From an optimization exercise on the open Yosys and OpenROAD flow, aimed at small area, a short achievable clock period and few clock cycles per item; shortcuts taken in it are not production practice. Only simulation tests tie the RTL to the original design; equivalence was not proved.

==> design/flow/design.v <==
package mxhd_pkg;
  localparam int COORD_BITS_DEF = 6;
  localparam int TOTAL_BITS_DEF = 48;
  localparam int STEP_BITS      = 6;
  localparam int TREE_BITS      = 14;
  localparam int VOL_BITS       = 32;
  localparam int CFG_IDX_BITS   = 2;
  localparam int MUL_BITS       = 7;
  localparam logic [STEP_BITS-1:0] STEP_X_RST = STEP_BITS'(4);
  localparam logic [STEP_BITS-1:0] STEP_Y_RST = STEP_BITS'(4);
  localparam logic [CFG_IDX_BITS-1:0] CFG_STEP_X     = 2'd0;
  localparam logic [CFG_IDX_BITS-1:0] CFG_STEP_Y     = 2'd1;
  localparam logic [CFG_IDX_BITS-1:0] CFG_SINGLE_DIE = 2'd2;
endpackage
module mxhd_divider #(
  parameter int COORD_BITS = mxhd_pkg::COORD_BITS_DEF
) (
  input  logic [COORD_BITS-1:0]          dividend,
  input  logic [mxhd_pkg::STEP_BITS-1:0] divisor,
  input  logic [6:0]                     low_step,   
  output logic [COORD_BITS-1:0]          low_q,
  output logic [7:1]                     ge
);
  localparam int CB = COORD_BITS;
  function automatic logic [CB-1:0] div_const(input logic [CB-1:0] x, input int d);
    logic [CB-1:0] q;
    q = '0;
    for (int v = 0; v < (1 << CB); v++) begin
      if (x == CB'(v)) begin
        q = CB'(v / d);
      end
    end
    div_const = q;
  endfunction
  function automatic logic at_least(input logic [CB-1:0] x, input logic [CB-1:0] y);
    logic lt, eq;
    lt = 1'b0;
    eq = 1'b1;
    for (int i = CB - 1; i >= 0; i--) begin
      lt = lt || (eq && y[i] && !x[i]);
      eq = eq && (y[i] == x[i]);
    end
    at_least = !lt;
  endfunction
  logic [CB-1:0] qk [1:7];
  always_comb begin
    qk[1] = dividend;
    qk[2] = dividend >> 1;
    qk[3] = div_const(dividend, 3);
    qk[4] = dividend >> 2;
    qk[5] = div_const(dividend, 5);
    qk[6] = div_const(dividend, 6);
    qk[7] = div_const(dividend, 7);
    low_q = '0;
    for (int k = 1; k <= 7; k++) begin
      ge[k] = at_least(qk[k], CB'(divisor));
      low_q = low_q | ({CB{low_step[k-1]}} & qk[k]);
    end
  end
endmodule
module mxhd_quotient #(
  parameter int COORD_BITS = mxhd_pkg::COORD_BITS_DEF
) (
  input  logic [COORD_BITS-1:0] low_q,
  input  logic [7:1]            ge,
  input  logic                  big,        
  input  logic                  en,
  output logic [COORD_BITS-1:0] quotient
);
  logic [2:0] qbig;
  always_comb begin
    qbig[2]  = ge[4];
    qbig[1]  = (ge[2] && !ge[4]) || ge[6];
    qbig[0]  = (ge[1] && !ge[2]) || (ge[3] && !ge[4]) || (ge[5] && !ge[6]) || ge[7];
    quotient = !en ? '0 : (big ? COORD_BITS'(qbig) : low_q);
  end
endmodule
module mxhd_sequencer #(
  parameter int COORD_BITS = mxhd_pkg::COORD_BITS_DEF
) (
  input  logic                  en,
  input  logic                  s_lo,
  input  logic                  s_hi,
  input  logic [COORD_BITS-1:0] qs,
  input  logic [COORD_BITS-1:0] rs,
  input  logic [COORD_BITS-1:0] qm,
  input  logic [COORD_BITS-1:0] rm,
  input  logic [COORD_BITS-1:0] qd,
  input  logic [COORD_BITS-1:0] rd,
  output logic [COORD_BITS-1:0] hops,
  output logic [COORD_BITS-1:0] cr
);
  always_comb begin
    hops = en ? ((s_hi ? rs : rd) - (s_lo ? rs : rm)) : '0;
    cr   = en ? ((s_hi ? qs : qd) - (s_lo ? qs : qm)) : '0;
  end
endmodule
module mxhd_datapath #(
  parameter int TOTAL_BITS = mxhd_pkg::TOTAL_BITS_DEF
) (
  input  logic [mxhd_pkg::MUL_BITS-1:0]                       amount,
  input  logic [mxhd_pkg::VOL_BITS-1:0]                       volume,
  output logic [mxhd_pkg::MUL_BITS+mxhd_pkg::VOL_BITS-1:0]    prod_s,
  output logic [mxhd_pkg::MUL_BITS+mxhd_pkg::VOL_BITS-1:0]    prod_c,
  input  logic [TOTAL_BITS-1:0]                               total,
  input  logic [mxhd_pkg::MUL_BITS+mxhd_pkg::VOL_BITS-1:0]    add_s,
  input  logic [mxhd_pkg::MUL_BITS+mxhd_pkg::VOL_BITS-1:0]    add_c,
  output logic [TOTAL_BITS-1:0]                               result,
  output logic                                                ovf
);
  localparam int MB = mxhd_pkg::MUL_BITS;
  localparam int PB = mxhd_pkg::MUL_BITS + mxhd_pkg::VOL_BITS;
  localparam int SW = TOTAL_BITS + 1;
  function automatic logic [2*PB-1:0] csa(input logic [PB-1:0] a, input logic [PB-1:0] b,
                                          input logic [PB-1:0] c);
    logic [PB-1:0] s, y;
    s = a ^ b ^ c;
    y = {((a & b) | (a & c) | (b & c)), 1'b0};
    csa = {s, y};
  endfunction
  logic [PB-1:0] pp [MB];
  logic [PB-1:0] s1, c1, s2, c2, s3, c3, s4, c4;
  always_comb begin
    for (int i = 0; i < MB; i++) begin
      pp[i] = PB'({32{amount[i]}} & volume) << i;
    end
    {s1, c1} = csa(pp[0], pp[1], pp[2]);
    {s2, c2} = csa(pp[3], pp[4], pp[5]);
    {s3, c3} = csa(s1, c1, s2);
    {s4, c4} = csa(s3, c3, c2);
    {prod_s, prod_c} = csa(s4, c4, pp[6]);
  end
  logic [SW-1:0] ts, tc, sum;
  always_comb begin
    ts     = {1'b0, total} ^ SW'(add_s) ^ SW'(add_c);
    tc     = {(({1'b0, total} & SW'(add_s)) | ({1'b0, total} & SW'(add_c))
              | (SW'(add_s) & SW'(add_c))), 1'b0};
    sum    = ts + tc;
    ovf    = sum[TOTAL_BITS];
    result = sum[TOTAL_BITS-1:0];
  end
endmodule
module mesh_xy_hop_and_die_crossing_counter #(
  parameter int COORD_BITS = mxhd_pkg::COORD_BITS_DEF,
  parameter int TOTAL_BITS = mxhd_pkg::TOTAL_BITS_DEF
) (
  input  logic                              clk,
  input  logic                              rst_n,
  input  logic                              in_valid,
  output logic                              in_stall,
  input  logic                              in_operation,
  input  logic [COORD_BITS-1:0]             in_src_x,
  input  logic [COORD_BITS-1:0]             in_src_y,
  input  logic [COORD_BITS-1:0]             in_dest_x,
  input  logic [COORD_BITS-1:0]             in_dest_y,
  input  logic [mxhd_pkg::VOL_BITS-1:0]     in_volume,
  input  logic                              in_last_dest,
  output logic                              out_valid,
  input  logic                              out_stall,
  output logic [TOTAL_BITS-1:0]             out_onchip_hops_total,
  output logic [TOTAL_BITS-1:0]             out_crossing_hops_total,
  output logic                              out_saturated,
  input  logic                              cfg_valid,
  output logic                              cfg_ready,
  input  logic [mxhd_pkg::CFG_IDX_BITS-1:0] cfg_index,
  input  logic [mxhd_pkg::STEP_BITS-1:0]    cfg_data
);
  localparam int CB = COORD_BITS;
  localparam int SB = mxhd_pkg::STEP_BITS;
  localparam int TB = mxhd_pkg::TREE_BITS;
  localparam int VB = mxhd_pkg::VOL_BITS;
  localparam int MB = mxhd_pkg::MUL_BITS;
  logic [SB-1:0] step_x_r, step_y_r;
  logic          single_die_r;
  assign cfg_ready = 1'b1;
  always_ff @(posedge clk) begin
    if (!rst_n) begin
      step_x_r     <= mxhd_pkg::STEP_X_RST;
      step_y_r     <= mxhd_pkg::STEP_Y_RST;
      single_die_r <= 1'b0;
    end else if (cfg_valid) begin
      case (cfg_index)
        mxhd_pkg::CFG_STEP_X:     step_x_r     <= cfg_data;
        mxhd_pkg::CFG_STEP_Y:     step_y_r     <= cfg_data;
        mxhd_pkg::CFG_SINGLE_DIE: single_die_r <= cfg_data[0];
        default: begin
        end
      endcase
    end
  end
  logic hold, adv;
  logic out_valid_r;
  logic r1_v, r1_more;
  assign hold     = out_valid_r && out_stall;
  assign adv      = !hold && !(r1_v && r1_more);
  assign in_stall = !adv;
  logic       big_x, big_y;
  logic [6:0] low_x, low_y;
  always_comb begin
    big_x = (step_x_r[SB-1:3] != '0);
    big_y = (step_y_r[SB-1:3] != '0);
    for (int k = 1; k <= 7; k++) begin
      low_x[k-1] = (step_x_r == SB'(k));
      low_y[k-1] = (step_y_r == SB'(k));
    end
  end
  logic [CB-1:0] lq_sx, lq_dx, lq_sy, lq_dy;
  logic [7:1]    ge_sx, ge_dx, ge_sy, ge_dy;
  mxhd_divider #(.COORD_BITS(CB)) u_dsx (
    .dividend(in_src_x), .divisor(step_x_r), .low_step(low_x), .low_q(lq_sx), .ge(ge_sx));
  mxhd_divider #(.COORD_BITS(CB)) u_ddx (
    .dividend(in_dest_x), .divisor(step_x_r), .low_step(low_x), .low_q(lq_dx), .ge(ge_dx));
  mxhd_divider #(.COORD_BITS(CB)) u_dsy (
    .dividend(in_src_y), .divisor(step_y_r), .low_step(low_y), .low_q(lq_sy), .ge(ge_sy));
  mxhd_divider #(.COORD_BITS(CB)) u_ddy (
    .dividend(in_dest_y), .divisor(step_y_r), .low_step(low_y), .low_q(lq_dy), .ge(ge_dy));
  logic          in_run_r, in_run_f;
  logic [CB-1:0] first_x_r, qfirst_x_r, rfirst_x_r, col_x_r;
  logic [CB-1:0] cmy_r, qcmy_r, rcmy_r, py_r, qpy_r, rpy_r;
  logic [CB-1:0] first_x_f, col_x_f, cmy_f, py_f;
  logic          s0_v, s0_op, s0_last, s0_run, s0_same;
  logic [CB-1:0] s0_sx, s0_sy, s0_dx, s0_dy;
  logic          upd_m;
  always_comb begin
    upd_m     = s0_v && s0_op;
    in_run_f  = upd_m ? !s0_last : in_run_r;
    first_x_f = (upd_m && !s0_run) ? s0_dx : first_x_r;
    col_x_f   = upd_m ? s0_dx : col_x_r;
    cmy_f     = (upd_m && !(s0_run && s0_same)) ? s0_dy : cmy_r;
    py_f      = upd_m ? s0_dy : py_r;
  end
  logic run_in, same_in, xlo_in, xhi_in, ylo_in, yhi_in, clo_in, chi_in;
  always_comb begin
    run_in  = in_operation && in_run_f;
    same_in = (in_dest_x == col_x_f);
    xlo_in  = in_src_x < (run_in ? first_x_f : in_dest_x);
    xhi_in  = in_src_x > in_dest_x;
    ylo_in  = in_src_y < ((run_in && same_in) ? cmy_f : in_dest_y);
    yhi_in  = in_src_y > in_dest_y;
    clo_in  = in_src_y < cmy_f;
    chi_in  = in_src_y > py_f;
  end
  logic          s0_xlo, s0_xhi, s0_ylo, s0_yhi, s0_clo, s0_chi;
  logic [CB-1:0] s0_lq_sx, s0_lq_dx, s0_lq_sy, s0_lq_dy;
  logic [7:1]    s0_ge_sx, s0_ge_dx, s0_ge_sy, s0_ge_dy;
  logic [VB-1:0] s0_vol;
  always_ff @(posedge clk) begin
    if (!rst_n) begin
      s0_v <= 1'b0;
    end else if (adv) begin
      s0_v <= in_valid;
    end
  end
  always_ff @(posedge clk) begin
    if (adv) begin
      s0_op    <= in_operation;
      s0_last  <= in_last_dest;
      s0_run   <= run_in;
      s0_same  <= same_in;
      s0_xlo   <= xlo_in;
      s0_xhi   <= xhi_in;
      s0_ylo   <= ylo_in;
      s0_yhi   <= yhi_in;
      s0_clo   <= clo_in;
      s0_chi   <= chi_in;
      s0_sx    <= in_src_x;
      s0_sy    <= in_src_y;
      s0_dx    <= in_dest_x;
      s0_dy    <= in_dest_y;
      s0_lq_sx <= lq_sx;
      s0_lq_dx <= lq_dx;
      s0_lq_sy <= lq_sy;
      s0_lq_dy <= lq_dy;
      s0_ge_sx <= ge_sx;
      s0_ge_dx <= ge_dx;
      s0_ge_sy <= ge_sy;
      s0_ge_dy <= ge_dy;
      s0_vol   <= in_volume;
    end
  end
  logic          en_x, en_y;
  logic [CB-1:0] qsx, qdx, qsy, qdy, rsx, rdx, rsy, rdy;
  assign en_x = (step_x_r != '0) && !(s0_op && single_die_r);
  assign en_y = (step_y_r != '0) && !(s0_op && single_die_r);
  mxhd_quotient #(.COORD_BITS(CB)) u_qsx (
    .low_q(s0_lq_sx), .ge(s0_ge_sx), .big(big_x), .en(en_x), .quotient(qsx));
  mxhd_quotient #(.COORD_BITS(CB)) u_qdx (
    .low_q(s0_lq_dx), .ge(s0_ge_dx), .big(big_x), .en(en_x), .quotient(qdx));
  mxhd_quotient #(.COORD_BITS(CB)) u_qsy (
    .low_q(s0_lq_sy), .ge(s0_ge_sy), .big(big_y), .en(en_y), .quotient(qsy));
  mxhd_quotient #(.COORD_BITS(CB)) u_qdy (
    .low_q(s0_lq_dy), .ge(s0_ge_dy), .big(big_y), .en(en_y), .quotient(qdy));
  logic          take_m, g_a, g_xy;
  logic [CB-1:0] qmx, rmx, mcy, qmy, rmy;
  assign take_m = adv && s0_v && s0_op;
  always_comb begin
    rsx  = s0_sx - qsx;
    rdx  = s0_dx - qdx;
    rsy  = s0_sy - qsy;
    rdy  = s0_dy - qdy;
    qmx  = s0_run ? qfirst_x_r : qdx;
    rmx  = s0_run ? rfirst_x_r : rdx;
    mcy  = (s0_run && s0_same) ? cmy_r  : s0_dy;
    qmy  = (s0_run && s0_same) ? qcmy_r : qdy;
    rmy  = (s0_run && s0_same) ? rcmy_r : rdy;
    g_a  = s0_run && !s0_same;
    g_xy = !s0_op || s0_last;
  end
  always_ff @(posedge clk) begin
    if (!rst_n) begin
      in_run_r <= 1'b0;
    end else if (take_m) begin
      in_run_r <= !s0_last;
    end
  end
  always_ff @(posedge clk) begin
    if (take_m) begin
      first_x_r  <= first_x_f;
      qfirst_x_r <= qmx;
      rfirst_x_r <= rmx;
      col_x_r    <= s0_dx;
      cmy_r      <= mcy;
      qcmy_r     <= qmy;
      rcmy_r     <= rmy;
      py_r       <= s0_dy;
      qpy_r      <= qdy;
      rpy_r      <= rdy;
    end
  end
  logic [CB-1:0] x_h, x_c, y_h, y_c, c_h, c_c;
  mxhd_sequencer #(.COORD_BITS(CB)) u_spx (
    .en(g_xy), .s_lo(s0_xlo), .s_hi(s0_xhi), .qs(qsx), .rs(rsx), .qm(qmx), .rm(rmx),
    .qd(qdx), .rd(rdx), .hops(x_h), .cr(x_c));
  mxhd_sequencer #(.COORD_BITS(CB)) u_spy (
    .en(g_xy), .s_lo(s0_ylo), .s_hi(s0_yhi), .qs(qsy), .rs(rsy), .qm(qmy), .rm(rmy),
    .qd(qdy), .rd(rdy), .hops(y_h), .cr(y_c));
  mxhd_sequencer #(.COORD_BITS(CB)) u_spc (
    .en(g_a), .s_lo(s0_clo), .s_hi(s0_chi), .qs(qsy), .rs(rsy), .qm(qcmy_r), .rm(rcmy_r),
    .qd(qpy_r), .rd(rpy_r), .hops(c_h), .cr(c_c));
  logic          s1_v, s1_op, s1_last, s1_run;
  logic [CB-1:0] s1_xh, s1_xc, s1_yh, s1_yc, s1_ch, s1_cc;
  logic [VB-1:0] s1_vol;
  always_ff @(posedge clk) begin
    if (!rst_n) begin
      s1_v <= 1'b0;
    end else if (adv) begin
      s1_v <= s0_v;
    end
  end
  always_ff @(posedge clk) begin
    if (adv) begin
      s1_op   <= s0_op;
      s1_last <= s0_last;
      s1_run  <= s0_run;
      s1_xh   <= x_h;
      s1_xc   <= x_c;
      s1_yh   <= y_h;
      s1_yc   <= y_c;
      s1_ch   <= c_h;
      s1_cc   <= c_c;
      s1_vol  <= s0_vol;
    end
  end
  logic [TB-1:0] tree_h_r, tree_c_r;
  logic [TB+1:0] sum_h, sum_c;
  logic [TB-1:0] tree_h_n, tree_c_n;
  logic          tree_ovf, s1_add, big_h, big_c;
  always_comb begin
    sum_h = (s1_run ? (TB + 2)'(tree_h_r) : (TB + 2)'(0))
          + (TB + 2)'(s1_xh) + (TB + 2)'(s1_yh) + (TB + 2)'(s1_ch);
    sum_c = (s1_run ? (TB + 2)'(tree_c_r) : (TB + 2)'(0))
          + (TB + 2)'(s1_xc) + (TB + 2)'(s1_yc) + (TB + 2)'(s1_cc);
    tree_h_n = sum_h[TB] ? {TB{1'b1}} : sum_h[TB-1:0];
    tree_c_n = sum_c[TB] ? {TB{1'b1}} : sum_c[TB-1:0];
    tree_ovf = s1_op && (sum_h[TB] || sum_c[TB]);
    big_h    = (sum_h[TB+1:MB] != '0);
    big_c    = (sum_c[TB+1:MB] != '0);
    s1_add   = !s1_op || s1_last;
  end
  always_ff @(posedge clk) begin
    if (adv && s1_v && s1_op) begin
      tree_h_r <= tree_h_n;
      tree_c_r <= tree_c_n;
    end
  end
  logic [VB-1:0] r1_vol;
  logic [TB-1:0] r1_on, r1_cr, on_next, cr_next;
  logic [MB-1:0] pass_on, pass_cr;
  logic          r1_ovf, r1_big_on, r1_big_cr;
  always_comb begin
    r1_big_on = (r1_on[TB-1:MB] != '0);
    r1_big_cr = (r1_cr[TB-1:MB] != '0);
    r1_more   = r1_big_on || r1_big_cr;
    on_next   = r1_big_on ? r1_on - TB'({MB{1'b1}}) : '0;
    cr_next   = r1_big_cr ? r1_cr - TB'({MB{1'b1}}) : '0;
  end
  always_ff @(posedge clk) begin
    if (!rst_n) begin
      r1_v <= 1'b0;
    end else if (adv) begin
      r1_v <= s1_v;
    end
  end
  always_ff @(posedge clk) begin
    if (adv) begin
      r1_vol  <= s1_vol;
      r1_on   <= s1_add ? tree_h_n : '0;
      r1_cr   <= s1_add ? tree_c_n : '0;
      pass_on <= s1_add ? (sum_h[MB-1:0] | {MB{big_h}}) : '0;
      pass_cr <= s1_add ? (sum_c[MB-1:0] | {MB{big_c}}) : '0;
      r1_ovf  <= tree_ovf;
    end else if (!hold) begin
      r1_on   <= on_next;
      r1_cr   <= cr_next;
      pass_on <= (on_next[TB-1:MB] != '0) ? {MB{1'b1}} : on_next[MB-1:0];
      pass_cr <= (cr_next[TB-1:MB] != '0) ? {MB{1'b1}} : cr_next[MB-1:0];
    end
  end
  localparam int PB = MB + VB;
  logic          p_v, p_final, p_ovf;
  logic [PB-1:0] ps_on, pc_on, ps_cr, pc_cr, p_on_s, p_on_c, p_cr_s, p_cr_c;
  logic [TOTAL_BITS-1:0] onchip_r, cross_r, onchip_n, cross_n;
  logic                  sat_r, ovf_on, ovf_cr, full_on_r, full_cr_r;
  mxhd_datapath #(.TOTAL_BITS(TOTAL_BITS)) u_dp_on (
    .amount(pass_on), .volume(r1_vol), .prod_s(ps_on), .prod_c(pc_on),
    .total(onchip_r), .add_s(p_on_s), .add_c(p_on_c), .result(onchip_n), .ovf(ovf_on));
  mxhd_datapath #(.TOTAL_BITS(TOTAL_BITS)) u_dp_cr (
    .amount(pass_cr), .volume(r1_vol), .prod_s(ps_cr), .prod_c(pc_cr),
    .total(cross_r), .add_s(p_cr_s), .add_c(p_cr_c), .result(cross_n), .ovf(ovf_cr));
  always_ff @(posedge clk) begin
    if (!rst_n) begin
      p_v <= 1'b0;
    end else if (!hold) begin
      p_v <= r1_v;
    end
  end
  always_ff @(posedge clk) begin
    if (!hold) begin
      p_final <= !r1_more;
      p_ovf   <= r1_ovf;
      p_on_s  <= ps_on;
      p_on_c  <= pc_on;
      p_cr_s  <= ps_cr;
      p_cr_c  <= pc_cr;
    end
  end
  always_ff @(posedge clk) begin
    if (!rst_n) begin
      onchip_r    <= '0;
      cross_r     <= '0;
      sat_r       <= 1'b0;
      full_on_r   <= 1'b0;
      full_cr_r   <= 1'b0;
      out_valid_r <= 1'b0;
    end else if (!hold) begin
      out_valid_r <= p_v && p_final;
      if (p_v) begin
        onchip_r <= onchip_n;
        cross_r  <= cross_n;
        if (ovf_on) begin
          full_on_r <= 1'b1;
        end
        if (ovf_cr) begin
          full_cr_r <= 1'b1;
        end
        if (ovf_on || ovf_cr || p_ovf) begin
          sat_r <= 1'b1;
        end
      end
    end
  end
  assign out_valid               = out_valid_r;
  assign out_onchip_hops_total   = onchip_r | {TOTAL_BITS{full_on_r}};
  assign out_crossing_hops_total = cross_r | {TOTAL_BITS{full_cr_r}};
  assign out_saturated           = sat_r;
endmodule
==> design/flow/run.sh <==
#!/bin/bash
# synth_recipe.tcl (not shown) runs the flow's synth.tcl, then flattens the netlist and writes it again
# the make line also repeats each setting of config.mk as NAME=value (left out here)
make -C /OpenROAD-flow-scripts/flow DESIGN_CONFIG=/design/flow/config.mk WORK_HOME=/design/flow/orfs CLKGATE_MAP_FILE= SYNTH_SCRIPT=/design/flow/synth_recipe.tcl finish
==> design/flow/config.mk <==
export PLATFORM = sky130hd
export DESIGN_NAME = mesh_xy_hop_and_die_crossing_counter
export DESIGN_NICKNAME = mesh_xy_hop_and_die_crossing_counter
export VERILOG_FILES = /design/flow/design.v
export SDC_FILE = /design/flow/constraint.sdc
export NUM_CORES = 4
export LEC_CHECK = 0
export CAP_MARGIN = 20
export CORE_MARGIN = 2
export CORE_UTILIZATION = 40
export SETUP_SLACK_MARGIN = 4.0
export SLEW_MARGIN = 20
==> design/flow/constraint.sdc <==
create_clock -name core_clock -period 8.0 [get_ports {clk}]
set_input_delay 1.6000 -clock core_clock [delete_from_list [all_inputs] [get_ports {clk}]]
set_output_delay 1.6000 -clock core_clock [all_outputs]
set_load 0.01 [all_outputs]
==> results of run 1 <==
## per-layer routing
layer	global-route usage [%]	up-vias	part of all wire [%]
li1	-	16800	-
met1	28.1	17700	45
met2	33.0	914	47
met3	3.15	162	5.5
met4	4.82	0	2.1
met5	0	-	0
## cell families (layout without fill, tap and decap cells)
| kind of cell | after synthesis | count (layout) |
|---|---|---|
| fa+ha+maj | 682 | 682 |
| compound gates | 959 | 959 |
| simple gates | 1632 | 1633 |
| mux | 98 | 98 |
| flops | 616 | 616 |
| buf+inv | 689 | 855 |
| other cells | 1 | 1 |
| xor+xnor | 149 | 149 |
## synth_stat cells, drive strengths merged (9+ instances only)
cell type	number
edfxtp	498
and2	478
inv	418
fa	406
nand2	374
nor2	299
a21oi	277
o21ai	243
clkbuf	237
ha	221
dfxtp	118
or2	109
nand3	95
a21o	80
xnor2	80
mux2i	68
xor2	65
nor3	61
maj3	55
nand2b	47
a211oi	38
a22o	30
mux2	30
o22ai	30
nor2b	29
o211ai	29
buf	28
nand4	28
a31oi	24
and3	24
o21a	24
or3	23
o31ai	21
nor4	19
a22oi	18
a221oi	17
o21bai	16
and4	14
a21boi	10
o2bb2ai	10
o311ai	9
or4	9
## final cells by class
type                    count  area, um^2
flip-flops and latches    616       17300
multi-input cells        3522       29100
repair buffers            291        2700
inverters                 424        1660
fillers                 11400       64500
clock inverters            46         474
well taps                1612        2020
clock buffers              94        2040
## per-stage QoR
stage               worst slack (ns)  hold WS, ns  cell area [um^2]
floorplan                       3.93        0.400             48400
global placement                2.55        0.404             51500
detailed placement              2.54        0.405             51500
CTS                             3.75        0.410             54600
global route                    3.71        0.418             55300
finish                          3.89        0.409             55300
## worst max path at each step
stage	start	endpoint	slack, ns	depth (start not counted)
global route	s1_run	pass_on[6]	3.71	16
finish	r1_on[8]	in_stall	3.89	7
CTS	r1_on[7]	in_stall	3.75	7
detailed placement	out_stall	pass_cr[4]	2.54	8
floorplan	s1_run	pass_on[1]	3.93	17
global placement	out_stall	pass_cr[4]	2.55	8
## sequential cells by signal, summed over array words and instances (netlist names), 7 cells and up
name and count:
s0_ge_sy 7, cross_r 48, p_on_c 34, p_cr_c 34, p_cr_s 38, r1_cr 14
r1_on 14, s0_vol 32, tree_c_r 14, s0_ge_dx 7, s1_vol 32, onchip_r 48
pass_on 7, s0_ge_dy 7, p_on_s 38, s0_ge_sx 7, r1_vol 32, pass_cr 7
tree_h_r 14
## critical path, stage by stage (launching register included)
cell and delay (ns):
edfxtp_1 0.40, or4_4 0.56, or3_4 0.42, nor2_4 0.10, nand2_2 0.07, nand2_4 0.09
nand2_4 0.07, buf_6 0.15
## what timing repair did
action	in CTS	in global routing
hold buffers	0	0
cloned	1	1
resized for setup	97	100
pin swaps	28	46
endpoints found under the setup margin	372	186
setup buffers	34	36
==> impl_metrics.env, run 1 <==
export IMPL_grt_max_degree=151
export IMPL_clock_skew_ns=0.0367
export IMPL_dieArea_mm2=0.124
export IMPL_hp_start="s1_vol[6]"
export IMPL_clk_latency_ns=0.67
export IMPL_wl_um=124000
export IMPL_clock_sinks=616
export IMPL_synth_area_mm2=0.0483
export IMPL_track_usage_pct=20.2
export IMPL_grt_overflow=0
export IMPL_finalSetupViolCount=0
export IMPL_hold_path_end="r1_vol[6]"
export IMPL_yosys_warnings=7
export IMPL_required_ns=6.40
export IMPL_synth_top_cell_by_area="edfxtp_1"
export IMPL_grt_setup_unrepaired="true"
export IMPL_synth_area_per_cell_um2=10.0
export IMPL_via_per_inst=5.39
export IMPL_rr_worst_depth=16
export IMPL_cts_max_level=3
export IMPL_gp_congestion=0.892
export IMPL_synth_xor_area_share_pct=2.82
export IMPL_fmax_ghz=0.244
export IMPL_worstSetupPathType="register to output port"
export IMPL_r2r_start="s1_run"
export IMPL_slew_violations=0
export IMPL_synth_top_area_share_pct=31.0
export IMPL_ctsLongestPathBuffers=3
export IMPL_vias=35600
export IMPL_stdcell_count=6605
export IMPL_synth_compound_area_share_pct=12.7
export IMPL_drt_iter0_markers=2703
export IMPL_rrSetupSlack_ns=3.89
export IMPL_row_count=127
export IMPL_synthArstFlopShare_pct=0
export IMPL_finalSetupTns_ns=0
export IMPL_synth_simple_area_share_pct=17.4
export IMPL_critPathMaxFanout=3
export IMPL_die_w_um=351
export IMPL_hold_depth=0
export IMPL_grt_pass1_vias=35500
export IMPL_synth_edf_count=498
export IMPL_drv_cap=0
export IMPL_hpwl_um=87400
export IMPL_cts_buffers=76
export IMPL_layout_common_cells="498 x edfxtp_1, 470 x and2_1, 401 x fa_1"
export IMPL_antenna_left=0
export IMPL_path_clk_slew_ns=0.06
export IMPL_die_y_um=351
export IMPL_syn_nets=5524
export IMPL_start_util_pct=40.3
export IMPL_drc_errors=0
export IMPL_hold_path_class="register to register"
export IMPL_io_buffers=169
export IMPL_drive_gt1_share_pct=10.8
export IMPL_grt_pass1_wl_um=199000
export IMPL_cp_start_kind="register"
export IMPL_synth_flop_cell="edfxtp_1"
export IMPL_cts_root_buf="clkbuf_16"
export IMPL_final_common_cell="edfxtp_1"
export IMPL_synth_seq_area_share_pct=35.9
export IMPL_n_antenna_cell=0
export IMPL_drt_first_pass_iters=6
export IMPL_syn_inst=4826
export IMPL_worst_pin_slew_ns=1.13
export IMPL_synth_seq_cells=616
export IMPL_hold_viol_final=0
export IMPL_max_slew_margin_pct=24.7
export IMPL_cts_tree="yes"
export IMPL_antenna_found_initial=1
export IMPL_areaGrowthSynthToFinish_pct=14.5
export IMPL_layout_min_cycle_time_ns=4.11
export IMPL_status="timing/DRC/antenna clean"
export IMPL_ys_types=91
export IMPL_wl_per_cell_um=18.7
export IMPL_arrival_ns=2.51
export IMPL_fin_util_pct=46.1
export IMPL_ioPinCount=171
export IMPL_synth_top_family_by_area="adder cells"
export IMPL_critPathCaptureType="output port"
export IMPL_reg2reg_to="pass_on[6]"
export IMPL_synthTopCellsByArea="edfxtp_1 31%, fa_1 17%, and2_1 6.2%"
export IMPL_core_area_mm2=0.120
export IMPL_dp_cells=6393
export IMPL_synth_adder_area_share_pct=23.7
export IMPL_finalCritPeriodShare_pct=51.3
export IMPL_synth_mux_area_share_pct=2.11
export IMPL_fin_nets=5629
Testbench counts, summed over its fixed seeds: cycles 4,152, items 4,024.
==> run 2, diff against run 1 <==
--- a/design/flow/design.v
+++ b/design/flow/design.v
@@ -194,5 +194,41 @@
   assign hold     = out_valid_r && out_stall;
   assign adv      = !hold && !(r1_v && r1_more);
-  assign in_stall = !adv;
+  logic                  sk_full, sk_op, sk_last;
+  logic [CB-1:0]         sk_sx, sk_sy, sk_dx, sk_dy;
+  logic [VB-1:0]         sk_vol;
+  logic                  rq_v, rq_op, rq_last;
+  logic [CB-1:0]         rq_sx, rq_sy, rq_dx, rq_dy;
+  logic [VB-1:0]         rq_vol;
+  assign in_stall = sk_full;
+  always_ff @(posedge clk) begin
+    if (!rst_n) begin
+      sk_full <= 1'b0;
+    end else if (adv) begin
+      sk_full <= 1'b0;
+    end else if (in_valid) begin
+      sk_full <= 1'b1;
+    end
+  end
+  always_ff @(posedge clk) begin
+    if (!sk_full) begin
+      sk_op   <= in_operation;
+      sk_last <= in_last_dest;
+      sk_sx   <= in_src_x;
+      sk_sy   <= in_src_y;
+      sk_dx   <= in_dest_x;
+      sk_dy   <= in_dest_y;
+      sk_vol  <= in_volume;
+    end
+  end
+  always_comb begin
+    rq_v    = sk_full || in_valid;
+    rq_op   = sk_full ? sk_op   : in_operation;
+    rq_last = sk_full ? sk_last : in_last_dest;
+    rq_sx   = sk_full ? sk_sx   : in_src_x;
+    rq_sy   = sk_full ? sk_sy   : in_src_y;
+    rq_dx   = sk_full ? sk_dx   : in_dest_x;
+    rq_dy   = sk_full ? sk_dy   : in_dest_y;
+    rq_vol  = sk_full ? sk_vol  : in_volume;
+  end
   logic       big_x, big_y;
   logic [6:0] low_x, low_y;
@@ -208,11 +244,11 @@
   logic [7:1]    ge_sx, ge_dx, ge_sy, ge_dy;
   mxhd_divider #(.COORD_BITS(CB)) u_dsx (
-    .dividend(in_src_x), .divisor(step_x_r), .low_step(low_x), .low_q(lq_sx), .ge(ge_sx));
+    .dividend(rq_sx), .divisor(step_x_r), .low_step(low_x), .low_q(lq_sx), .ge(ge_sx));
   mxhd_divider #(.COORD_BITS(CB)) u_ddx (
-    .dividend(in_dest_x), .divisor(step_x_r), .low_step(low_x), .low_q(lq_dx), .ge(ge_dx));
+    .dividend(rq_dx), .divisor(step_x_r), .low_step(low_x), .low_q(lq_dx), .ge(ge_dx));
   mxhd_divider #(.COORD_BITS(CB)) u_dsy (
-    .dividend(in_src_y), .divisor(step_y_r), .low_step(low_y), .low_q(lq_sy), .ge(ge_sy));
+    .dividend(rq_sy), .divisor(step_y_r), .low_step(low_y), .low_q(lq_sy), .ge(ge_sy));
   mxhd_divider #(.COORD_BITS(CB)) u_ddy (
-    .dividend(in_dest_y), .divisor(step_y_r), .low_step(low_y), .low_q(lq_dy), .ge(ge_dy));
+    .dividend(rq_dy), .divisor(step_y_r), .low_step(low_y), .low_q(lq_dy), .ge(ge_dy));
   logic          in_run_r, in_run_f;
   logic [CB-1:0] first_x_r, qfirst_x_r, rfirst_x_r, col_x_r;
@@ -232,12 +268,12 @@
   logic run_in, same_in, xlo_in, xhi_in, ylo_in, yhi_in, clo_in, chi_in;
   always_comb begin
-    run_in  = in_operation && in_run_f;
-    same_in = (in_dest_x == col_x_f);
-    xlo_in  = in_src_x < (run_in ? first_x_f : in_dest_x);
-    xhi_in  = in_src_x > in_dest_x;
-    ylo_in  = in_src_y < ((run_in && same_in) ? cmy_f : in_dest_y);
-    yhi_in  = in_src_y > in_dest_y;
-    clo_in  = in_src_y < cmy_f;
-    chi_in  = in_src_y > py_f;
+    run_in  = rq_op && in_run_f;
+    same_in = (rq_dx == col_x_f);
+    xlo_in  = rq_sx < (run_in ? first_x_f : rq_dx);
+    xhi_in  = rq_sx > rq_dx;
+    ylo_in  = rq_sy < ((run_in && same_in) ? cmy_f : rq_dy);
+    yhi_in  = rq_sy > rq_dy;
+    clo_in  = rq_sy < cmy_f;
+    chi_in  = rq_sy > py_f;
   end
   logic          s0_xlo, s0_xhi, s0_ylo, s0_yhi, s0_clo, s0_chi;
@@ -249,11 +285,11 @@
       s0_v <= 1'b0;
     end else if (adv) begin
-      s0_v <= in_valid;
+      s0_v <= rq_v;
     end
   end
   always_ff @(posedge clk) begin
     if (adv) begin
-      s0_op    <= in_operation;
-      s0_last  <= in_last_dest;
+      s0_op    <= rq_op;
+      s0_last  <= rq_last;
       s0_run   <= run_in;
       s0_same  <= same_in;
@@ -264,8 +300,8 @@
       s0_clo   <= clo_in;
       s0_chi   <= chi_in;
-      s0_sx    <= in_src_x;
-      s0_sy    <= in_src_y;
-      s0_dx    <= in_dest_x;
-      s0_dy    <= in_dest_y;
+      s0_sx    <= rq_sx;
+      s0_sy    <= rq_sy;
+      s0_dx    <= rq_dx;
+      s0_dy    <= rq_dy;
       s0_lq_sx <= lq_sx;
       s0_lq_dx <= lq_dx;
@@ -276,5 +312,5 @@
       s0_ge_sy <= ge_sy;
       s0_ge_dy <= ge_dy;
-      s0_vol   <= in_volume;
+      s0_vol   <= rq_vol;
     end
   end
==> impl_metrics.env, run 2 <==
export IMPL_wl_um=134000
export IMPL_grt_pass1_vias=36400
export IMPL_synth_top_family_by_area="adder cells"
export IMPL_fillers=11400
export IMPL_die_y_um=358
export IMPL_required_ns=8.52
export IMPL_clock_skew_ns=0.0375
export IMPL_holdBufCountCts=0
export IMPL_grt_pass1_wl_um=209000
export IMPL_yosysMostFrequentCell="edfxtp_1"
export IMPL_dp_cells=6485
export IMPL_finalSetupTns_ns=0
export IMPL_gp_congestion=0.904
export IMPL_ioPinCount=171
export IMPL_grt_overflow=0
export IMPL_multi_input_area_mm2=0.0298
export IMPL_cts_buffers=83
export IMPL_drive_gt1_share_pct=14.0
export IMPL_synth_seq_cells=675
export IMPL_cts_tree="yes"
export IMPL_dieArea_mm2=0.128
export IMPL_via_per_inst=5.46
export IMPL_ys_top_cells_by_count="498 x edfxtp_1, 476 x and2_1, 406 x fa_1, 394 x inv_1, 379 x nand2_1"
export IMPL_finalSetupViolCount=0
export IMPL_hpwl_um=91800
export IMPL_clock_sinks=675
export IMPL_synth_top_cell_by_area="edfxtp_1"
export IMPL_worst_pin_slew_ns=1.13
export IMPL_cts_max_level=3
export IMPL_synth_xor_area_share_pct=2.79
export IMPL_max_slew_margin_pct=24.7
export IMPL_largestRegisters="cross_r: 48 flops, onchip_r: 48 flops"
export IMPL_ys_types=102
export IMPL_start_util_pct=40.4
export IMPL_stdcell_count=6772
export IMPL_drc_errors=0
export IMPL_synth_edf_count=498
export IMPL_syn_nets=5599
export IMPL_arrival_ns=4.66
export IMPL_row_count=129
export IMPL_core_area_mm2=0.124
export IMPL_synth_flop_cell="edfxtp_1"
export IMPL_areaGrowthSynthToFinish_pct=15.9
export IMPL_vias=37000
export IMPL_grt_max_degree=145
export IMPL_antenna_left=0
export IMPL_synth_seq_area_share_pct=36.9
export IMPL_whs_ns=0.415
export IMPL_synth_area_per_cell_um2=10.2
export IMPL_antenna_found_initial=9
export IMPL_critPathCaptureType="register"
export IMPL_cp_start_kind="register"
export IMPL_cts_root_buf="clkbuf_16"
export IMPL_synth_area_mm2=0.0502
export IMPL_finalCritPeriodShare_pct=51.8
export IMPL_clk_latency_ns=0.68
export IMPL_fin_nets=5757
export IMPL_fin_util_pct=46.9
export IMPL_synthTopCellsByArea="edfxtp_1 30%, fa_1 16%, dfxtp_1 7.1%"
export IMPL_hp_start="s0_vol[5]"
export IMPL_wl_per_cell_um=19.7
export IMPL_syn_inst=4901
export IMPL_path_clk_slew_ns=0.06
export IMPL_layout_min_cycle_time_ns=4.15
export IMPL_critPathMaxFanout=9
export IMPL_synth_adder_area_share_pct=22.7
export IMPL_drt_iter0_markers=3200
export IMPL_hold_path_class="register to register"
export IMPL_status="timing/DRC/antenna clean"
export IMPL_final_common_cell="edfxtp_1"
export IMPL_grt_setup_unrepaired="true"
export IMPL_synthArstFlopShare_pct=0
export IMPL_track_usage_pct=20.6
export IMPL_worstSetupPathType="register to register"
export IMPL_fmax_ghz=0.241
export IMPL_slew_violations=0
export IMPL_synth_mux_area_share_pct=3.56
export IMPL_synth_top_area_share_pct=29.8
export IMPL_layout_common_cells="498 x edfxtp_1, 469 x and2_1, 402 x fa_1"
export IMPL_regArea_mm2=0.0185
export IMPL_synth_simple_area_share_pct=16.1
export IMPL_die_w_um=358
export IMPL_r2r_start="step_x_r[5]"
export IMPL_io_buffers=169
export IMPL_synth_compound_area_share_pct=12.7
export IMPL_yosys_warnings=7
export IMPL_startpoint="step_x_r[5]"
export IMPL_hold_viol_final=0
export IMPL_drv_cap=0
export IMPL_drt_first_pass_iters=6
export IMPL_ctsLongestPathBuffers=3
-- run 2: cell types whose count changed after synthesis, sizes merged, moves of 11 or more --
| cell | delta |
|---|---|
| o21ai | +29 |
| dfxtp | +59 |
| o22ai | +11 |
| o211ai | -11 |
| o221ai | +13 |
| xnor2 | +15 |
| a22o | -21 |
| buf | +33 |
| nand3 | -20 |
| nor2 | -26 |
| mux2i | +14 |
| clkbuf | -27 |
| mux2 | +40 |
-- run 2: cell families (layout without fill, tap and decap cells) --
kind of cell / after synthesis / after routing
AO/OA/AOI/OAI: 994 / 994
XOR/XNOR: 155 / 155
adder cells (fa/ha/maj): 673 / 673
buffers and inverters: 687 / 911
flip-flops: 675 / 675
multiplexers: 152 / 156
other: 1 / 6
AND/OR/NAND/NOR: 1564 / 1565
-- run 2: final timing paths --
kind,cells past startpoint,slack [ns],to
hold / removal,0,0.41,s1_vol[5]
setup reg to reg,18,3.85,s1_xh[5]
setup / recovery,18,3.85,s1_xh[5]
hold reg to reg,0,0.41,s1_vol[5]
-- run 2: layout make-up --
cell class,instances,share of cell area (%)
multi-input cells,3544,51.2
flip-flops and latches,675,31.8
repair buffers,336,5.46
clock buffers,98,3.74
well taps,1637,3.52
inverters,416,2.77
clock inverters,58,1.36
repair inverters,3,0.0409
diodes,5,0.0215
-- run 2: layer usage --
layer | part of all wire (%) | track usage [%]
met5 | 0.015 | 0
met4 | 2.3 | 4.92
met3 | 6.8 | 3.37
met2 | 44 | 31.5
met1 | 46 | 30.4
-- run 2: critical path: stages, from the launching register on --
cell and delay, ns:
dfxtp_2 0.44, or2_4 0.24, nor2_4 0.07, buf_4 0.15
a2111oi_1 0.52, nor3_1 0.20, ha_1 0.22, inv_1 0.10
fa_1 0.45, mux2_2 0.30, ha_1 0.27, nor2b_1 0.12
o21ai_1 0.13, nand2b_1 0.09, a21o_1 0.16, nand2_1 0.06
inv_1 0.04, or3_1 0.30, mux2i_1 0.13
-- run 2: timing repair --
| action | 4_1_cts | 5_1_grt |
|---|---|---|
| cloned | 9 | 3 |
| buffers inserted | 44 | 68 |
| endpoints found under the hold margin | 0 | 0 |
| gates resized for setup | 74 | 170 |
| endpoints found under the setup margin | 385 | 261 |
| pin swaps | 21 | 55 |
-- run 2: metrics by stage --
stage	worst slack [ns]	instance area, um^2
final	3.85	58200
after global routing	3.62	58200
after CTS	3.73	56900
after detailed placement	2.68	53300
after global placement	2.77	53300
after floorplan	3.87	50300
Testbench counts of run 2, summed over its fixed seeds: cycles 4,152, items 4,024.
==> run 3, diff against run 2 <==
--- a/design/flow/design.v
+++ b/design/flow/design.v
@@ -172,5 +172,15 @@
   localparam int MB = mxhd_pkg::MUL_BITS;
   logic [SB-1:0] step_x_r, step_y_r;
+  logic [8:0]    dec_x_r, dec_y_r;
   logic          single_die_r;
+  function automatic logic [8:0] step_decode(input logic [SB-1:0] step);
+    logic [8:0] d;
+    d[8] = (step != '0);
+    d[7] = (step[SB-1:3] != '0);
+    for (int k = 1; k <= 7; k++) begin
+      d[k-1] = (step == SB'(k));
+    end
+    step_decode = d;
+  endfunction
   assign cfg_ready = 1'b1;
   always_ff @(posedge clk) begin
@@ -178,9 +188,17 @@
       step_x_r     <= mxhd_pkg::STEP_X_RST;
       step_y_r     <= mxhd_pkg::STEP_Y_RST;
+      dec_x_r      <= step_decode(mxhd_pkg::STEP_X_RST);
+      dec_y_r      <= step_decode(mxhd_pkg::STEP_Y_RST);
       single_die_r <= 1'b0;
     end else if (cfg_valid) begin
       case (cfg_index)
-        mxhd_pkg::CFG_STEP_X:     step_x_r     <= cfg_data;
-        mxhd_pkg::CFG_STEP_Y:     step_y_r     <= cfg_data;
+        mxhd_pkg::CFG_STEP_X: begin
+          step_x_r <= cfg_data;
+          dec_x_r  <= step_decode(cfg_data);
+        end
+        mxhd_pkg::CFG_STEP_Y: begin
+          step_y_r <= cfg_data;
+          dec_y_r  <= step_decode(cfg_data);
+        end
         mxhd_pkg::CFG_SINGLE_DIE: single_die_r <= cfg_data[0];
         default: begin
@@ -234,10 +252,8 @@
   logic [6:0] low_x, low_y;
   always_comb begin
-    big_x = (step_x_r[SB-1:3] != '0);
-    big_y = (step_y_r[SB-1:3] != '0);
-    for (int k = 1; k <= 7; k++) begin
-      low_x[k-1] = (step_x_r == SB'(k));
-      low_y[k-1] = (step_y_r == SB'(k));
-    end
+    big_x = dec_x_r[7];
+    big_y = dec_y_r[7];
+    low_x = dec_x_r[6:0];
+    low_y = dec_y_r[6:0];
   end
   logic [CB-1:0] lq_sx, lq_dx, lq_sy, lq_dy;
@@ -317,6 +333,6 @@
   logic          en_x, en_y;
   logic [CB-1:0] qsx, qdx, qsy, qdy, rsx, rdx, rsy, rdy;
-  assign en_x = (step_x_r != '0) && !(s0_op && single_die_r);
-  assign en_y = (step_y_r != '0) && !(s0_op && single_die_r);
+  assign en_x = dec_x_r[8] && !(s0_op && single_die_r);
+  assign en_y = dec_y_r[8] && !(s0_op && single_die_r);
   mxhd_quotient #(.COORD_BITS(CB)) u_qsx (
     .low_q(s0_lq_sx), .ge(s0_ge_sx), .big(big_x), .en(en_x), .quotient(qsx));
@@ -398,19 +414,22 @@
     end
   end
-  logic [TB-1:0] tree_h_r, tree_c_r;
+  logic [TB-1:0] tree_h_r, tree_c_r, base_h, base_c;
   logic [TB+1:0] sum_h, sum_c;
+  logic [MB+1:0] low_h, low_c;
   logic [TB-1:0] tree_h_n, tree_c_n;
   logic          tree_ovf, s1_add, big_h, big_c;
   always_comb begin
-    sum_h = (s1_run ? (TB + 2)'(tree_h_r) : (TB + 2)'(0))
-          + (TB + 2)'(s1_xh) + (TB + 2)'(s1_yh) + (TB + 2)'(s1_ch);
-    sum_c = (s1_run ? (TB + 2)'(tree_c_r) : (TB + 2)'(0))
-          + (TB + 2)'(s1_xc) + (TB + 2)'(s1_yc) + (TB + 2)'(s1_cc);
+    base_h = s1_run ? tree_h_r : '0;
+    base_c = s1_run ? tree_c_r : '0;
+    sum_h  = (TB + 2)'(base_h) + (TB + 2)'(s1_xh) + (TB + 2)'(s1_yh) + (TB + 2)'(s1_ch);
+    sum_c  = (TB + 2)'(base_c) + (TB + 2)'(s1_xc) + (TB + 2)'(s1_yc) + (TB + 2)'(s1_cc);
     tree_h_n = sum_h[TB] ? {TB{1'b1}} : sum_h[TB-1:0];
     tree_c_n = sum_c[TB] ? {TB{1'b1}} : sum_c[TB-1:0];
     tree_ovf = s1_op && (sum_h[TB] || sum_c[TB]);
-    big_h    = (sum_h[TB+1:MB] != '0);
-    big_c    = (sum_c[TB+1:MB] != '0);
-    s1_add   = !s1_op || s1_last;
+    low_h  = (MB + 2)'(base_h[MB-1:0]) + (MB + 2)'(s1_xh) + (MB + 2)'(s1_yh) + (MB + 2)'(s1_ch);
+    low_c  = (MB + 2)'(base_c[MB-1:0]) + (MB + 2)'(s1_xc) + (MB + 2)'(s1_yc) + (MB + 2)'(s1_cc);
+    big_h  = (base_h[TB-1:MB] != '0) || (low_h[MB+1:MB] != '0);
+    big_c  = (base_c[TB-1:MB] != '0) || (low_c[MB+1:MB] != '0);
+    s1_add = !s1_op || s1_last;
   end
   always_ff @(posedge clk) begin
@@ -443,6 +462,6 @@
       r1_on   <= s1_add ? tree_h_n : '0;
       r1_cr   <= s1_add ? tree_c_n : '0;
-      pass_on <= s1_add ? (sum_h[MB-1:0] | {MB{big_h}}) : '0;
-      pass_cr <= s1_add ? (sum_c[MB-1:0] | {MB{big_c}}) : '0;
+      pass_on <= s1_add ? (low_h[MB-1:0] | {MB{big_h}}) : '0;
+      pass_cr <= s1_add ? (low_c[MB-1:0] | {MB{big_c}}) : '0;
       r1_ovf  <= tree_ovf;
     end else if (!hold) begin
==> impl_metrics.env, run 3 <==
export IMPL_hold_path_class="register to register"
export IMPL_layout_common_cells="498 x edfxtp_1, 477 x and2_1, 401 x fa_1"
export IMPL_grt_overflow=0
export IMPL_cts_tree="yes"
export IMPL_fin_util_pct=45.4
export IMPL_yosys_warnings=7
export IMPL_rrSetupSlack_ns=4.19
export IMPL_syn_nets=5596
export IMPL_setup_slack_ns=4.10
export IMPL_hold_path_end="r1_vol[8]"
export IMPL_stdcell_count=6695
export IMPL_synth_flop_cell="edfxtp_1"
export IMPL_dieArea_mm2=0.129
export IMPL_largestRegisters="cross_r: 48 flops, onchip_r: 48 flops"
export IMPL_synth_area_mm2=0.0504
export IMPL_synth_edf_count=498
export IMPL_clock_skew_ns=0.0354
export IMPL_synth_area_per_cell_um2=10.3
export IMPL_wl_um=128000
export IMPL_track_usage_pct=19.6
export IMPL_arrival_ns=4.40
export IMPL_ctsLongestPathBuffers=3
export IMPL_synth_top_cell_by_area="edfxtp_1"
export IMPL_synthTopCellsByArea="edfxtp_1 30%, fa_1 16%, dfxtp_1 7.7%"
export IMPL_path_clk_slew_ns=0.07
export IMPL_grt_pass1_vias=36300
export IMPL_drt_first_pass_iters=8
export IMPL_grt_max_degree=100
export IMPL_fin_nets=5669
export IMPL_finalSetupViolCount=0
export IMPL_antenna_found_initial=2
export IMPL_slew_violations=0
export IMPL_dp_slack_ns=2.67
export IMPL_critPathMaxFanout=22
export IMPL_status="timing/DRC/antenna clean"
export IMPL_dp_cells=6471
export IMPL_antenna_left=0
export IMPL_die_w_um=359
export IMPL_r2r_start="onchip_r[18]"
export IMPL_wl_per_cell_um=19.1
export IMPL_cts_buffers=84
export IMPL_hold_depth=0
export IMPL_finalSetupTns_ns=0
export IMPL_critPathCaptureType="register"
export IMPL_ys_types=99
export IMPL_grt_setup_unrepaired="true"
export IMPL_core_area_mm2=0.125
export IMPL_drive_gt1_share_pct=10.7
export IMPL_worst_pin_slew_ns=1.12
export IMPL_die_y_um=359
export IMPL_synth_seq_cells=693
export IMPL_required_ns=8.50
export IMPL_ys_top_cells_by_count="498 x edfxtp_1, 478 x and2_1, 406 x fa_1, 405 x nand2_1, 382 x inv_1"
export IMPL_cp_start_kind="primary input"
export IMPL_synth_seq_area_share_pct=37.4
export IMPL_clk_latency_ns=0.67
export IMPL_hp_start="s1_vol[8]"
export IMPL_row_count=130
export IMPL_fmax_ghz=0.257
export IMPL_drt_iter0_markers=2696
export IMPL_cp_cell_sequence="clkdlybuf4s50_1 > mux2i_1 > buf_4 > clkinvlp_4 > xnor2_1 > nor2_1 > nand4_2 > mux2_2 > ha_1 > a2111oi_0 > o21ai_1 > o21ai_0"
export IMPL_gp_congestion=0.907
export IMPL_synth_top_area_share_pct=29.7
export IMPL_syn_inst=4898
export IMPL_ioPinCount=171
export IMPL_final_common_cell="edfxtp_1"
export IMPL_via_per_inst=5.39
export IMPL_rr_worst_depth=11
export IMPL_synthArstFlopShare_pct=0
export IMPL_drc_errors=0
export IMPL_yosysMostFrequentCell="edfxtp_1"
export IMPL_hpwl_um=90200
export IMPL_layout_min_cycle_time_ns=3.90
export IMPL_cts_max_level=3
export IMPL_worstSetupPathType="primary input to register"
export IMPL_max_stage_delay_ns=0.40
export IMPL_drv_cap=0
export IMPL_grt_pass1_wl_um=203000
export IMPL_finalCritPeriodShare_pct=48.7
export IMPL_vias=36100
export IMPL_io_buffers=169
export IMPL_slowest_stage="clkdlybuf4s50_1"
export IMPL_hold_viol_final=0
export IMPL_areaGrowthSynthToFinish_pct=13.0
export IMPL_reg2reg_to="onchip_r[37]"
export IMPL_max_slew_margin_pct=25.4
export IMPL_clock_sinks=693
export IMPL_cts_root_buf="clkbuf_16"
export IMPL_start_util_pct=40.2
run 3: changes by cell type in the layout (fill, tap and decap cells not counted), sizes merged, moves of 15 or more:
cell / previous run / this run
a31oi: 24 / 47
a21oi: 267 / 289
nand2: 381 / 407
a222oi: 2 / 17
nor3: 71 / 46
buf: 165 / 86
o21ai: 272 / 213
a21o: 78 / 97
dfxtp: 177 / 195
nand3: 75 / 95
o211ai: 18 / 48
nor2: 274 / 254
run 3: area by class of cell:
cell class | instances | area, um^2
Timing Repair Buffer | 255 | 2460
Timing Repair inverter | 2 | 12.5
Fill cell | 11800 | 68400
Antenna cell | 2 | 5.00
Sequential cell | 693 | 18900
Tap cell | 1650 | 2060
Multi-Input combinational cell | 3530 | 29200
Clock buffer | 110 | 2300
Clock inverter | 48 | 490
Inverter | 405 | 1560
run 3: what timing repair did:
action | 4_1_cts | 5_1_grt
hold buffers | 0 | 0
gates cloned | 7 | 3
pin swaps | 2 | 13
gates resized for setup | 27 | 48
setup endpoints to repair | 325 | 284
setup buffers | 12 | 39
run 3: per-stage QoR:
step	hold WS [ns]	cell area, um^2
4_1_cts	0.400	56400
3_5_place_dp	0.405	53300
2_1_floorplan	0.400	50500
6_report	0.399	57000
5_1_grt	0.404	57000
3_3_place_gp	0.401	53300
run 3: worst max path at each step:
stage                       from            to  slack (ns)  depth (start not counted)
floorplan              out_stall     r1_cr[12]        3.97                          5
detailed placement     out_stall   tree_c_r[7]        2.67                          6
global route        in_dest_x[4]        s0_ylo        3.76                         12
CTS                    out_stall      s1_yh[4]        3.88                          6
global placement       out_stall  tree_c_r[12]        2.74                          6
finish              in_dest_x[4]        s0_ylo        4.10                         12
run 3: cells by family after synthesis:
group / after synthesis / synth area share, %
buffers and inverters: 682 / 5.35
AOI/OAI and AO/OA: 985 / 12.6
other: 1 / 0.00744
DFF: 693 / 37.4
xor gates and xnor gates: 151 / 2.68
muxes: 154 / 3.57
adders and majority gates: 669 / 22.5
and+or+nand+nor: 1563 / 16.0
run 3: metal layers:
layer | share of wire, % | GRT usage (%) | vias up
li1 | - | - | 17100
met1 | 44 | 25.7 | 17800
met2 | 48 | 33.5 | 965
met3 | 4.5 | 2.47 | 220
met4 | 3.1 | 6.30 | 2
met5 | 0.0094 | 0 | -
run 3: worst max-delay path: cells and delay by family:
family | cells | cell delay (ns)
buffers and inverters | 3 | 0.91
AOI/OAI and AO/OA | 3 | 0.55
muxes | 2 | 0.48
and+or+nand+nor | 2 | 0.40
adders and majority gates | 1 | 0.29
xor gates and xnor gates | 1 | 0.16
Testbench counts of run 3, summed over its fixed seeds: cycles 4,152, items 4,024.
==> run 4, diff against run 3 <==
--- a/design/flow/config.mk
+++ b/design/flow/config.mk
@@ -9,4 +9,4 @@
 export CORE_MARGIN = 2
 export CORE_UTILIZATION = 40
-export SETUP_SLACK_MARGIN = 4.0
+export SETUP_SLACK_MARGIN = 4.3
 export SLEW_MARGIN = 20
==> impl_metrics.env, run 4 <==
export IMPL_status="timing/DRC/antenna clean"
export IMPL_hold_depth=0
export IMPL_antenna_left=0
export IMPL_critPathCaptureType="output port"
export IMPL_synth_area_per_cell_um2=10.3
export IMPL_clock_sinks=693
export IMPL_cts_tree="yes"
export IMPL_largestRegisters="cross_r: 48 flops, onchip_r: 48 flops"
export IMPL_synth_edf_count=498
export IMPL_wl_um=131000
export IMPL_fin_nets=5716
export IMPL_hpwl_um=90100
export IMPL_dieArea_mm2=0.129
export IMPL_drv_cap=0
export IMPL_worstSetupPathType="register to output port"
export IMPL_finalSetupTns_ns=0
export IMPL_max_slew_margin_pct=29.0
export IMPL_wl_per_cell_um=19.4
export IMPL_gp_congestion=0.908
export IMPL_slew_violations=0
export IMPL_grt_setup_unrepaired="true"
export IMPL_final_area_mm2=0.0579
export IMPL_required_ns=6.40
export IMPL_path_clk_slew_ns=0.06
export IMPL_ctsLongestPathBuffers=3
export IMPL_dpl_cell_area_mm2=0.0534
export IMPL_drive_gt1_share_pct=13.0
export IMPL_cp_start_kind="register"
export IMPL_path_buf_inv=1
export IMPL_rr_worst_depth=17
export IMPL_drt_iter0_markers=2621
export IMPL_drc_errors=0
export IMPL_synth_seq_area_share_pct=37.4
export IMPL_clk_latency_ns=0.64
export IMPL_syn_nets=5596
export IMPL_areaGrowthSynthToFinish_pct=14.8
export IMPL_grt_pass1_vias=36800
export IMPL_critical_path_top_delay_family="flip-flops"
export IMPL_yosysMostFrequentCell="edfxtp_1"
export IMPL_yosys_warnings=7
export IMPL_synthArstFlopShare_pct=0
export IMPL_track_usage_pct=19.8
export IMPL_fin_util_pct=46.2
export IMPL_hold_viol_final=0
export IMPL_finalCritPeriodShare_pct=47.0
export IMPL_finalSetupViolCount=0
export IMPL_synth_seq_cells=693
export IMPL_cts_buffers=82
export IMPL_synth_top_cell_by_area="edfxtp_1"
export IMPL_io_buffers=169
export IMPL_via_per_inst=5.40
export IMPL_ys_top_cells_by_count="498 x edfxtp_1, 478 x and2_1, 406 x fa_1, 405 x nand2_1, 382 x inv_1"
export IMPL_cts_root_buf="clkbuf_16"
export IMPL_vias=36400
export IMPL_final_common_cell="edfxtp_1"
export IMPL_fmax_ghz=0.266
export IMPL_layout_min_cycle_time_ns=3.76
export IMPL_antenna_found_initial=3
export IMPL_synthTopCellsByArea="edfxtp_1 30%, fa_1 16%, dfxtp_1 7.7%"
export IMPL_ys_types=99
export IMPL_arrival_ns=2.16
export IMPL_syn_inst=4898
export IMPL_synth_area_mm2=0.0504
export IMPL_drt_first_pass_iters=6
export IMPL_grt_overflow=0
export IMPL_layout_common_cells="498 x edfxtp_1, 477 x and2_1, 399 x fa_1"
export IMPL_row_count=130
export IMPL_synth_top_area_share_pct=29.7
export IMPL_core_area_mm2=0.125
export IMPL_start_util_pct=40.2
export IMPL_hold_path_class="register to register"
export IMPL_ioPinCount=171
export IMPL_rrSetupSlack_ns=4.31
export IMPL_clock_skew_ns=0.0354
export IMPL_max_stage_delay_ns=0.83
export IMPL_cts_max_level=3
export IMPL_cp_num_cells=1
export IMPL_grt_pass1_wl_um=206000
export IMPL_slowest_stage="dfxtp_1"
export IMPL_die_w_um=359
export IMPL_grt_max_degree=75
export IMPL_die_y_um=359
export IMPL_cp_cell_sequence="clkdlybuf4s50_1"
export IMPL_critPathMaxFanout=5
export IMPL_synth_flop_cell="edfxtp_1"
export IMPL_worst_pin_slew_ns=1.07
==> run 4: what timing repair did <==
action,in CTS,in global routing
setup endpoints to repair,514,195
hold buffers,0,0
buffers inserted,61,37
resized for setup,91,155
pin swaps,27,61
gates cloned,8,3
==> run 4: worst paths after layout <==
check	endpoint	startpoint
min	s1_vol[19]	s0_vol[19]
min reg2reg	s1_vol[19]	s0_vol[19]
max	out_valid	out_valid_r
max reg2reg	s1_xh[5]	s0_ge_dx[2]
==> run 4: logic make-up (layout without fill, tap and decap cells) <==
kind of cell               Yosys count  in the layout  synth area share [%]
muxes                              154            157                  3.57
buffers and inverters              682            860                  5.35
xor gates and xnor gates           151            151                  2.68
other                                1              5               0.00744
DFF                                693            693                  37.4
adders and majority gates          669            669                  22.5
AOI/OAI and AO/OA                  985            985                  12.6
and+or+nand+nor                   1563           1567                  16.0
==> run 4: through the flow <==
stage	hold slack [ns]	setup WS, ns	cells
CTS	0.388	4.22	6691
global route	0.405	4.16	6734
global placement	0.402	2.66	6473
finish	0.388	4.24	6737
detailed placement	0.405	2.56	6473
floorplan	0.400	4.30	4898
==> run 4: layer usage <==
metal	track usage, %	up-vias	part of all wire, %	wire, um
li1	-	17200	-	-
met1	25.9	18100	43	56700
met2	34.7	951	50	64700
met3	2.37	207	4.4	5770
met4	5.38	2	2.5	3300
met5	0	-	0.010	13
==> run 4: layout make-up <==
| cell class | count | area [um^2] |
|---|---|---|
| Multi-Input combinational cell | 3530 | 29800 |
| Sequential cell | 693 | 18900 |
| Tap cell | 1650 | 2060 |
| Clock buffer | 114 | 2270 |
| Inverter | 405 | 1600 |
| Fill cell | 11600 | 67500 |
| Antenna cell | 4 | 10.0 |
| Timing Repair Buffer | 304 | 2890 |
| Timing Repair inverter | 2 | 16.3 |
| Clock inverter | 35 | 374 |
==> run 5, diff against run 4 <==
--- a/design/flow/config.mk
+++ b/design/flow/config.mk
@@ -8,5 +8,5 @@
 export CAP_MARGIN = 20
 export CORE_MARGIN = 2
-export CORE_UTILIZATION = 40
+export CORE_UTILIZATION = 70
 export SETUP_SLACK_MARGIN = 4.3
 export SLEW_MARGIN = 20
==> impl_metrics.env, run 5 <==
export IMPL_status="timing/DRC/antenna clean"
export IMPL_syn_inst=4898
export IMPL_cts_root_buf="clkbuf_16"
export IMPL_synth_seq_area_share_pct=37.4
export IMPL_areaGrowthSynthToFinish_pct=14.1
export IMPL_cp_start_kind="register"
export IMPL_synth_edf_count=498
export IMPL_grt_setup_unrepaired="true"
export IMPL_slowest_stage="edfxtp_1"
export IMPL_cts_tree="yes"
export IMPL_critPathMaxFanout=6
export IMPL_final_common_cell="edfxtp_1"
export IMPL_synth_flop_cell="edfxtp_1"
export IMPL_grt_pass1_wl_um=207000
export IMPL_ys_types=99
export IMPL_layout_common_cells="498 x edfxtp_1, 476 x and2_1, 398 x fa_1"
export IMPL_ioPinCount=171
export IMPL_fmax_ghz=0.260
export IMPL_dp_cells=5771
export IMPL_synthTopCellsByArea="edfxtp_1 30%, fa_1 16%, dfxtp_1 7.7%"
export IMPL_synthArstFlopShare_pct=0
export IMPL_via_per_inst=6.30
export IMPL_drt_first_pass_iters=8
export IMPL_antenna_left=0
export IMPL_synth_top_cell_by_area="edfxtp_1"
export IMPL_drv_cap=0
export IMPL_cts_buffers=76
export IMPL_clock_skew_ns=0.0329
export IMPL_finalSetupTns_ns=0
export IMPL_yosysMostFrequentCell="edfxtp_1"
export IMPL_synth_area_per_cell_um2=10.3
export IMPL_arrival_ns=4.20
export IMPL_die_w_um=272
export IMPL_max_slew_margin_pct=30.6
export IMPL_gp_congestion=0.941
export IMPL_largestRegisters="cross_r: 48 flops, onchip_r: 48 flops"
export IMPL_dieArea_mm2=0.0742
export IMPL_wl_per_cell_um=22.0
export IMPL_synth_area_mm2=0.0504
export IMPL_max_stage_delay_ns=0.54
export IMPL_synth_seq_cells=693
export IMPL_drt_iter0_markers=3957
export IMPL_clock_sinks=693
export IMPL_worst_pin_slew_ns=1.04
export IMPL_ys_top_cells_by_count="498 x edfxtp_1, 478 x and2_1, 406 x fa_1, 405 x nand2_1, 382 x inv_1"
export IMPL_grt_pass1_vias=38100
export IMPL_row_count=98
export IMPL_wl_um=133000
export IMPL_slew_violations=0
export IMPL_required_ns=8.36
export IMPL_io_buffers=169
export IMPL_start_util_pct=70.7
export IMPL_yosys_warnings=7
export IMPL_grt_max_degree=77
export IMPL_clk_latency_ns=0.64
export IMPL_fin_nets=5744
export IMPL_die_y_um=272
export IMPL_antenna_found_initial=1
export IMPL_grt_overflow=0
export IMPL_hold_path_class="register to register"
export IMPL_synth_top_area_share_pct=29.7
export IMPL_core_area_mm2=0.0714
export IMPL_layout_min_cycle_time_ns=3.84
export IMPL_syn_nets=5596
[run 5: cell counts after synthesis]
Identical to the previous run, type by type.
[run 5: worst max-delay path: cells and delay by family, from the launching register on]
family,cells,cell delay [ns]
buffers and inverters,3,0.28
AO/OA/AOI/OAI,6,1.01
AND/OR/NAND/NOR,1,0.14
adder cells (fa/ha/maj),4,1.59
flip-flops,1,0.54
[run 5: cell type report]
| class | count | area (um^2) |
|---|---|---|
| multi-input combinational | 3530 | 30100 |
| sequential | 693 | 18900 |
| fill | 4287 | 13800 |
| timing repair buffer | 337 | 3280 |
| clock buffer | 95 | 2040 |
| inverter | 405 | 1600 |
| tap | 950 | 1190 |
| clock inverter | 46 | 483 |
| timing repair inverter | 3 | 21.3 |
| antenna | 1 | 2.50 |
[run 5: metal layers]
| layer | GRT usage [%] | share of wire [%] | routed length, um | up-vias |
|---|---|---|---|---|
| met5 | 0 | 0.0097 | 13 | - |
| met4 | 14.9 | 4.6 | 6100 | 2 |
| met3 | 5.25 | 7.4 | 9940 | 398 |
| met2 | 59.6 | 49 | 65300 | 1921 |
| met1 | 46.3 | 39 | 52100 | 18600 |
| li1 | - | - | - | 17200 |
[run 5: through the flow]
| stage | utilization (%) | cell area [um^2] | hold slack, ns | worst slack (ns) |
|---|---|---|---|---|
| after floorplan | - | 50500 | 0.400 | 4.30 |
| after global placement | 73.5 | 52400 | 0.400 | 2.78 |
| after detailed placement | 73.6 | 52500 | 0.405 | 2.72 |
| after CTS | 78.6 | 56100 | 0.417 | 4.25 |
| after global routing | 80.6 | 57600 | 0.422 | 4.10 |
| final | 80.6 | 57600 | 0.415 | 4.16 |
[run 5: repair_timing]
item,4_1_cts,5_1_grt
gates resized for setup,113,215
pin swaps,40,99
setup buffers,59,70
endpoints found under the hold margin,0,0
hold buffers,0,0
endpoints found under the setup margin,531,243
gates cloned,10,3
[run 5: worst paths after layout]
check               endpoint      start  cells past startpoint  slack [ns]
setup / recovery  pass_on[5]   s1_xh[1]                     14        4.16
hold reg to reg    s1_vol[0]  s0_vol[0]                      0        0.42
hold / removal     s1_vol[0]  s0_vol[0]                      0        0.42
setup reg to reg  pass_on[5]   s1_xh[1]                     14        4.16
[run 5: logic make-up after synthesis]
family	count (synthesis)	synth area share, %
muxes	154	3.57
other	1	0.00744
and+or+nand+nor	1563	16.0
xor gates and xnor gates	151	2.68
DFF	693	37.4
buffers and inverters	682	5.35
adders and majority gates	669	22.5
AOI/OAI and AO/OA	985	12.6

## afterwards: timing with drivers on the ports
The results above use ideal ports. As a check the final layouts listed here were re-extracted and re-timed, cells and wires unchanged. Step 1 (the two cells are an assumption about what drives the block):
set clk [get_ports {clk}]
set_driving_cell -lib_cell sky130_fd_sc_hd__clkbuf_16 $clk
set_driving_cell -lib_cell sky130_fd_sc_hd__buf_2 [delete_from_list [all_inputs] $clk]
Step 2 times the ports against the registers' clock, not the clock port: input delays grow and output delays shrink by t, the midpoint of the rising clock arrivals with the driver on. Slacks: no drivers / after step 1 / after step 2; pairs: no drivers / after step 1.
run	shift t [ns]	setup slack, ns	worst hold slack (ns)	latest minus earliest clock arrival (ns)	pins driven straight from the clock port
run 1	0.724	3.895 / 3.824 / 3.371	0.409 / 0.409 / 0.409	0.037 / 0.037	1
run 2	0.726	3.855 / 3.855 / 3.211	0.415 / 0.415 / 0.415	0.043 / 0.043	1
run 3	0.721	4.102 / 4.099 / 3.429	0.399 / 0.399 / 0.399	0.038 / 0.038	1
run 4	0.701	4.242 / 4.171 / 3.649	0.388 / 0.388 / 0.388	0.045 / 0.045	1
run 5	0.704	4.160 / 4.160 / 3.742	0.415 / 0.415 / 0.415	0.042 / 0.042	1
After both steps setup and hold are still met in every run listed. The setup slack of run 3, which loses most, moves by -0.003 ns with the drivers and by -0.673 ns with both steps.
